Context: an optimization exercise on an open-source flow, tuned for a short achievable clock period and few clock cycles. The choices shown serve that exercise and are no tape-out recipe. Function was checked by simulation only, so behaviour that the tests miss may differ from the original. Power figures rest on the tool's default switching activity, not on a simulated workload.

==> build 38 <==
==> flow/design.v (excerpt) <==
module riscv_core (
    input  logic              clk,
    input  logic              rst,
    output riscv_pkg::word_t  imem_addr,
    input  riscv_pkg::word_t  imem_data,
    output logic              dmem_read,
    output logic              dmem_write,
    output riscv_pkg::word_t  dmem_addr,
    output riscv_pkg::word_t  dmem_wdata,
    input  riscv_pkg::word_t  dmem_rdata
);
    logic                          stall;
    riscv_pkg::reg_idx_t           d_rs1, d_rs2, d_rd;
    logic [riscv_pkg::num_regs-1:1] d_rs1_oh_lo, d_rs2_oh_lo, d_rs1_oh_hi, d_rs2_oh_hi;
    logic                          d_use_rs1, d_use_rs2, d_use_imm;
    riscv_pkg::word_t              d_imm;
    logic                          d_reg_write, d_load, d_store, d_sub, d_arith;
    logic [riscv_pkg::num_sel-1:0] d_sel;
    riscv_pkg::word_t              x_a, x_b, x_s;
    logic [2:0]                    x_a_sel, x_b_sel, x_s_sel;
    logic                          x_fwd_s2;
    logic                          y_reg_write, y_load;
    riscv_pkg::reg_idx_t           y_rd;
    riscv_pkg::reg_idx_t           x_rd;
    logic                          x_reg_write, x_load, x_store, x_sub, x_arith;
    logic [riscv_pkg::num_sel-1:0] x_sel;
  ...
Settings: LEC_CHECK=0, ABC_CLOCK_PERIOD_IN_PS=2500, CAP_MARGIN=20, CELL_PAD_IN_SITES_DETAIL_PLACEMENT=1, CORE_MARGIN=2, CORE_UTILIZATION=35, GPL_TIMING_DRIVEN=1, SETUP_SLACK_MARGIN=3.5, SLEW_MARGIN=20; clock period 6.0 ns.
run.sh (not shown) runs the stock make flow with config.mk's settings and CLKGATE_MAP_FILE= SYNTH_SCRIPT=/design/flow/synth_recipe.tcl, a recipe that flattens the netlist after the stock synthesis.
==> inputs of build 46, as changes to build 38 <==
--- a/flow/design.v
+++ b/flow/design.v
@@ -200,25 +200,27 @@
     input  logic                          d_store,
     input  logic                          d_sub,
     input  logic                          d_arith,
     input  logic [riscv_pkg::num_sel-1:0] d_sel,
     input  logic                          wb_write,
     input  riscv_pkg::reg_idx_t           wb_rd,
     input  riscv_pkg::word_t              wb_value,
     input  logic                          y_reg_write,
-    input  logic                          y_load,
     input  riscv_pkg::reg_idx_t           y_rd,
     output logic                          stall,
     output riscv_pkg::word_t              x_a,
     output riscv_pkg::word_t              x_b,
     output riscv_pkg::word_t              x_s,
-    output logic [2:0]                    x_a_sel,
-    output logic [2:0]                    x_b_sel,
-    output logic [2:0]                    x_s_sel,
+    output logic                          x_a_fwd_p,
+    output logic                          x_a_fwd_n,
+    output logic                          x_a_reg,
+    output logic                          x_b_fwd,
+    output logic                          x_b_reg,
+    output logic                          x_fwd_s,
     output logic                          x_fwd_s2,
     output riscv_pkg::reg_idx_t           x_rd,
     output logic                          x_reg_write,
     output logic                          x_load,
     output logic                          x_store,
     output logic                          x_sub,
     output logic                          x_arith,
     output logic [riscv_pkg::num_sel-1:0] x_sel
@@ -268,101 +270,103 @@
             x_store     <= 1'b0;
         end else begin
             x_reg_write <= d_reg_write && !stall;
             x_load      <= d_load && !stall;
             x_store     <= d_store && !stall;
         end
     end
     always_ff @(posedge clk) begin
-        x_a       <= src1;
+        x_a       <= d_sub ? ~src1 : src1;
         x_b       <= d_use_imm ? d_imm : src2;
         x_s       <= src2;
-        x_a_sel   <= {!hit1_y, hit1_y && y_load, hit1_y && !y_load};
-        x_b_sel   <= {!(hit2_y && !d_use_imm), hit2_y && !d_use_imm && y_load, hit2_y && !d_use_imm && !y_load};
-        x_s_sel   <= {!(hit2_y && !hit2_x), hit2_y && !hit2_x && y_load, hit2_y && !hit2_x && !y_load};
+        x_a_fwd_p <= hit1_y && !d_sub;
+        x_a_fwd_n <= hit1_y && d_sub;
+        x_a_reg   <= !hit1_y;
+        x_b_fwd   <= hit2_y && !d_use_imm;
+        x_b_reg   <= !(hit2_y && !d_use_imm);
+        x_fwd_s   <= hit2_y && !hit2_x;
         x_fwd_s2  <= hit2_x;
         x_rd      <= d_rd;
         x_sub     <= d_sub;
         x_arith   <= d_arith;
         x_sel     <= d_sel;
     end
 endmodule
 `timescale 1ns/10ps
 module execute_stage (
     input  logic                          clk,
     input  logic                          rst,
     input  riscv_pkg::word_t              x_a,
     input  riscv_pkg::word_t              x_b,
     input  riscv_pkg::word_t              x_s,
-    input  logic [2:0]                    x_a_sel,
-    input  logic [2:0]                    x_b_sel,
-    input  logic [2:0]                    x_s_sel,
-    input  logic                          x_sub,
+    input  logic                          x_a_fwd_p,
+    input  logic                          x_a_fwd_n,
+    input  logic                          x_a_reg,
+    input  logic                          x_b_fwd,
+    input  logic                          x_b_reg,
+    input  logic                          x_fwd_s,
     input  logic                          x_fwd_s2,
     input  riscv_pkg::reg_idx_t           x_rd,
     input  logic                          x_reg_write,
     input  logic                          x_load,
     input  logic                          x_store,
     input  logic                          x_arith,
     input  logic [riscv_pkg::num_sel-1:0] x_sel,
     input  riscv_pkg::word_t              wb_value,
-    input  riscv_pkg::word_t              dmem_rdata,
     output logic                          y_reg_write,
-    output logic                          y_load,
     output riscv_pkg::reg_idx_t           y_rd,
     output riscv_pkg::word_t              m_res,
     output riscv_pkg::word_t              m_addr,
     output riscv_pkg::word_t              m_sdata,
     output riscv_pkg::reg_idx_t           m_rd,
     output logic                          m_reg_write,
     output logic                          m_load_sel,
     output logic                          m_read,
     output logic                          m_write
 );
-    riscv_pkg::word_t a, b, s, ax;
+    riscv_pkg::word_t a, b, s;
     riscv_pkg::word_t p, g;
     riscv_pkg::word_t gg [0:1];
     riscv_pkg::word_t pp [0:1];
     riscv_pkg::word_t sll1, sr1;
     logic [4:0]       shamt;
     riscv_pkg::word_t other;
-    assign a = ({32{x_a_sel[0]}} & m_res) | ({32{x_a_sel[1]}} & dmem_rdata) | ({32{x_a_sel[2]}} & x_a);
-    assign b = ({32{x_b_sel[0]}} & m_res) | ({32{x_b_sel[1]}} & dmem_rdata) | ({32{x_b_sel[2]}} & x_b);
-    assign s = ({32{x_s_sel[0]}} & m_res) | ({32{x_s_sel[1]}} & dmem_rdata) | ({32{x_s_sel[2]}} & x_s);
-    assign ax = a ^ {32{x_sub}};
-    assign p = ax ^ b;
-    assign g = ax & b;
+    assign a = ({32{x_a_fwd_p}} & wb_value) | ({32{x_a_fwd_n}} & ~wb_value) | ({32{x_a_reg}} & x_a);
+    assign b = ({32{x_b_fwd}} & wb_value) | ({32{x_b_reg}} & x_b);
+    assign s = x_fwd_s ? wb_value : x_s;
+    assign p = a ^ b;
+    assign g = a & b;
     assign gg[0] = g;
     assign pp[0] = p;
     for (genvar l = 0; l < 1; l++) begin : g_lvl1
         for (genvar i = 0; i < 32; i++) begin : g_bit
             if (i >= (1 << l)) begin : g_op
                 assign gg[l+1][i] = gg[l][i] | (pp[l][i] & gg[l][i - (1 << l)]);
                 assign pp[l+1][i] = pp[l][i] & pp[l][i - (1 << l)];
             end else begin : g_pass
                 assign gg[l+1][i] = gg[l][i];
                 assign pp[l+1][i] = pp[l][i];
             end
         end
     end
     assign shamt = b[4:0];
     assign sll1 = a << shamt[1:0];
     assign sr1  = riscv_pkg::word_t'($signed({x_arith & a[31], a}) >>> shamt[1:0]);
-    assign other = ({32{x_sel[riscv_pkg::sel_xor]}} & (a ^ b))
+    assign other = ({32{x_sel[riscv_pkg::sel_xor]}} & p)
                  | ({32{x_sel[riscv_pkg::sel_or]}}  & (a | b))
-                 | ({32{x_sel[riscv_pkg::sel_and]}} & (a & b));
+                 | ({32{x_sel[riscv_pkg::sel_and]}} & g);
     riscv_pkg::word_t y_p, y_pq, y_g, y_t, y_other, y_s;
     logic             y_addsub;
     riscv_pkg::word_t y_sll, y_sr;
     logic [4:2]       y_shamt;
     logic             y_sel_sll, y_sel_sr, y_sign;
     logic             y_a31, y_b31;
     logic             y_slt, y_sltu;
-    logic             y_store, y_fwd_s;
+    logic             y_load, y_store, y_fwd_s;
     always_ff @(posedge clk or posedge rst) begin
         if (rst) begin
             y_reg_write <= 1'b0;
             y_load      <= 1'b0;
             y_store     <= 1'b0;
         end else begin
             y_reg_write <= x_reg_write;
             y_load      <= x_load;
@@ -379,17 +383,17 @@
         y_sr    <= sr1;
         y_shamt <= shamt[4:2];
         y_sign  <= x_arith & a[31];
         y_sel_sll <= x_sel[riscv_pkg::sel_sll];
         y_sel_sr  <= x_sel[riscv_pkg::sel_sr];
         y_other <= other;
         y_s     <= s;
         y_fwd_s <= x_fwd_s2;
-        y_a31   <= ax[31];
+        y_a31   <= a[31];
         y_b31   <= b[31];
         y_slt   <= x_sel[riscv_pkg::sel_slt];
         y_sltu  <= x_sel[riscv_pkg::sel_sltu];
         y_rd    <= x_rd;
     end
     riscv_pkg::word_t gg2, pp2, gg3, pp3, gg4, pp4, gg5;
     riscv_pkg::word_t sll, sr;
     riscv_pkg::word_t sum;
@@ -492,19 +496,18 @@
     logic                          stall;
     riscv_pkg::reg_idx_t           d_rs1, d_rs2, d_rd;
     logic [riscv_pkg::num_regs-1:1] d_rs1_oh_lo, d_rs2_oh_lo, d_rs1_oh_hi, d_rs2_oh_hi;
     logic                          d_use_rs1, d_use_rs2, d_use_imm;
     riscv_pkg::word_t              d_imm;
     logic                          d_reg_write, d_load, d_store, d_sub, d_arith;
     logic [riscv_pkg::num_sel-1:0] d_sel;
     riscv_pkg::word_t              x_a, x_b, x_s;
-    logic [2:0]                    x_a_sel, x_b_sel, x_s_sel;
-    logic                          x_fwd_s2;
-    logic                          y_reg_write, y_load;
+    logic                          x_a_fwd_p, x_a_fwd_n, x_a_reg, x_b_fwd, x_b_reg, x_fwd_s, x_fwd_s2;
+    logic                          y_reg_write;
     riscv_pkg::reg_idx_t           y_rd;
     riscv_pkg::reg_idx_t           x_rd;
     logic                          x_reg_write, x_load, x_store, x_sub, x_arith;
     logic [riscv_pkg::num_sel-1:0] x_sel;
     riscv_pkg::word_t              m_res, m_addr, m_sdata;
     riscv_pkg::reg_idx_t           m_rd;
     logic                          m_reg_write, m_load_sel, m_read, m_write;
     riscv_pkg::word_t              wb_value;
@@ -551,55 +554,57 @@
         .d_store     (d_store),
         .d_sub       (d_sub),
         .d_arith     (d_arith),
         .d_sel       (d_sel),
         .wb_write    (m_reg_write),
         .wb_rd       (m_rd),
         .wb_value    (wb_value),
         .y_reg_write (y_reg_write),
-        .y_load      (y_load),
         .y_rd        (y_rd),
         .stall       (stall),
         .x_a         (x_a),
         .x_b         (x_b),
         .x_s         (x_s),
-        .x_a_sel     (x_a_sel),
-        .x_b_sel     (x_b_sel),
-        .x_s_sel     (x_s_sel),
+        .x_a_fwd_p   (x_a_fwd_p),
+        .x_a_fwd_n   (x_a_fwd_n),
+        .x_a_reg     (x_a_reg),
+        .x_b_fwd     (x_b_fwd),
+        .x_b_reg     (x_b_reg),
+        .x_fwd_s     (x_fwd_s),
         .x_fwd_s2    (x_fwd_s2),
         .x_rd        (x_rd),
         .x_reg_write (x_reg_write),
         .x_load      (x_load),
         .x_store     (x_store),
         .x_sub       (x_sub),
         .x_arith     (x_arith),
         .x_sel       (x_sel)
     );
     execute_stage i_execute (
         .clk         (clk),
         .rst         (rst),
         .x_a         (x_a),
         .x_b         (x_b),
         .x_s         (x_s),
-        .x_a_sel     (x_a_sel),
-        .x_b_sel     (x_b_sel),
-        .x_s_sel     (x_s_sel),
+        .x_a_fwd_p   (x_a_fwd_p),
+        .x_a_fwd_n   (x_a_fwd_n),
+        .x_a_reg     (x_a_reg),
+        .x_b_fwd     (x_b_fwd),
+        .x_b_reg     (x_b_reg),
+        .x_fwd_s     (x_fwd_s),
         .x_fwd_s2    (x_fwd_s2),
         .x_rd        (x_rd),
         .x_reg_write (x_reg_write),
         .x_load      (x_load),
         .x_store     (x_store),
-        .x_sub       (x_sub),
         .x_arith     (x_arith),
         .x_sel       (x_sel),
         .wb_value    (wb_value),
-        .dmem_rdata  (dmem_rdata),
         .y_reg_write (y_reg_write),
-        .y_load      (y_load),
         .y_rd        (y_rd),
         .m_res       (m_res),
         .m_addr      (m_addr),
         .m_sdata     (m_sdata),
         .m_rd        (m_rd),
         .m_reg_write (m_reg_write),
         .m_load_sel  (m_load_sel),
         .m_read      (m_read),
CELL_PAD_IN_SITES_DETAIL_PLACEMENT = not set   (was 1)
CORE_UTILIZATION = 40   (was 35)
==> notes.md <==
Met2 WL post-DR: 156,000 µm
Power Sequential: 12.7 mW
Post-cts sizing count: 652
Pint: 19.5 mW
Outcome: complete, no violations
Xor and xnor area share after synthesis: 2.03%
Fin Hold WS: 0.326 ns
Synth unique cells: 76
Met2 Use GR: 47.8%
Comb pwr: 2.62 mW
(the above is from build 38)
==> notes.md <==
Outcome: complete, no violations
Post-cts sizing count: 724
Xor and xnor area share after synthesis: 2.07%
Comb pwr: 2.70 mW
Slew HR: 20.1%
Met2 Use GR: 50.8%
Synth unique cells: 72
Power Sequential: 12.6 mW
Met2 WL post-DR: 144,000 µm
(the above is from build 46)
Testbench counts of build 38, summed over its fixed seeds: cycles 13,073.
Testbench counts of build 46, summed over its fixed seeds: cycles 13,073.

what the ideal ports hide:
The flow's constraints put no driver on any port. The routed layouts listed below were extracted and timed again, unchanged, in two steps. Step 1, drivers: a clkbuf_16 drives clk and a buf_2 each remaining input, both assumed. Step 2 times the ports against the registers' clock, not the clock port: input delays grow and output delays shrink by t, the midpoint of the rising clock arrivals with the driver on. Slacks: ideal / step 1 / step 2; pairs: ideal / step 1.
run | shift t [ns] | slack for setup (ns) | worst hold slack (ns) | worst register clock-pin slew, ns
build 38 | 0.964 | 3.327 / 3.228 / 2.413 | 0.326 / 0.326 / 0.326 | 0.07 / 0.07
build 46 | 0.935 | 3.283 / 3.283 / 2.656 | 0.316 / 0.316 / 0.316 | 0.07 / 0.07
After both steps every run listed still meets setup and hold. For build 38, which loses most, drivers alone change the setup slack by -0.099 ns; drivers and shift together by -0.914 ns.
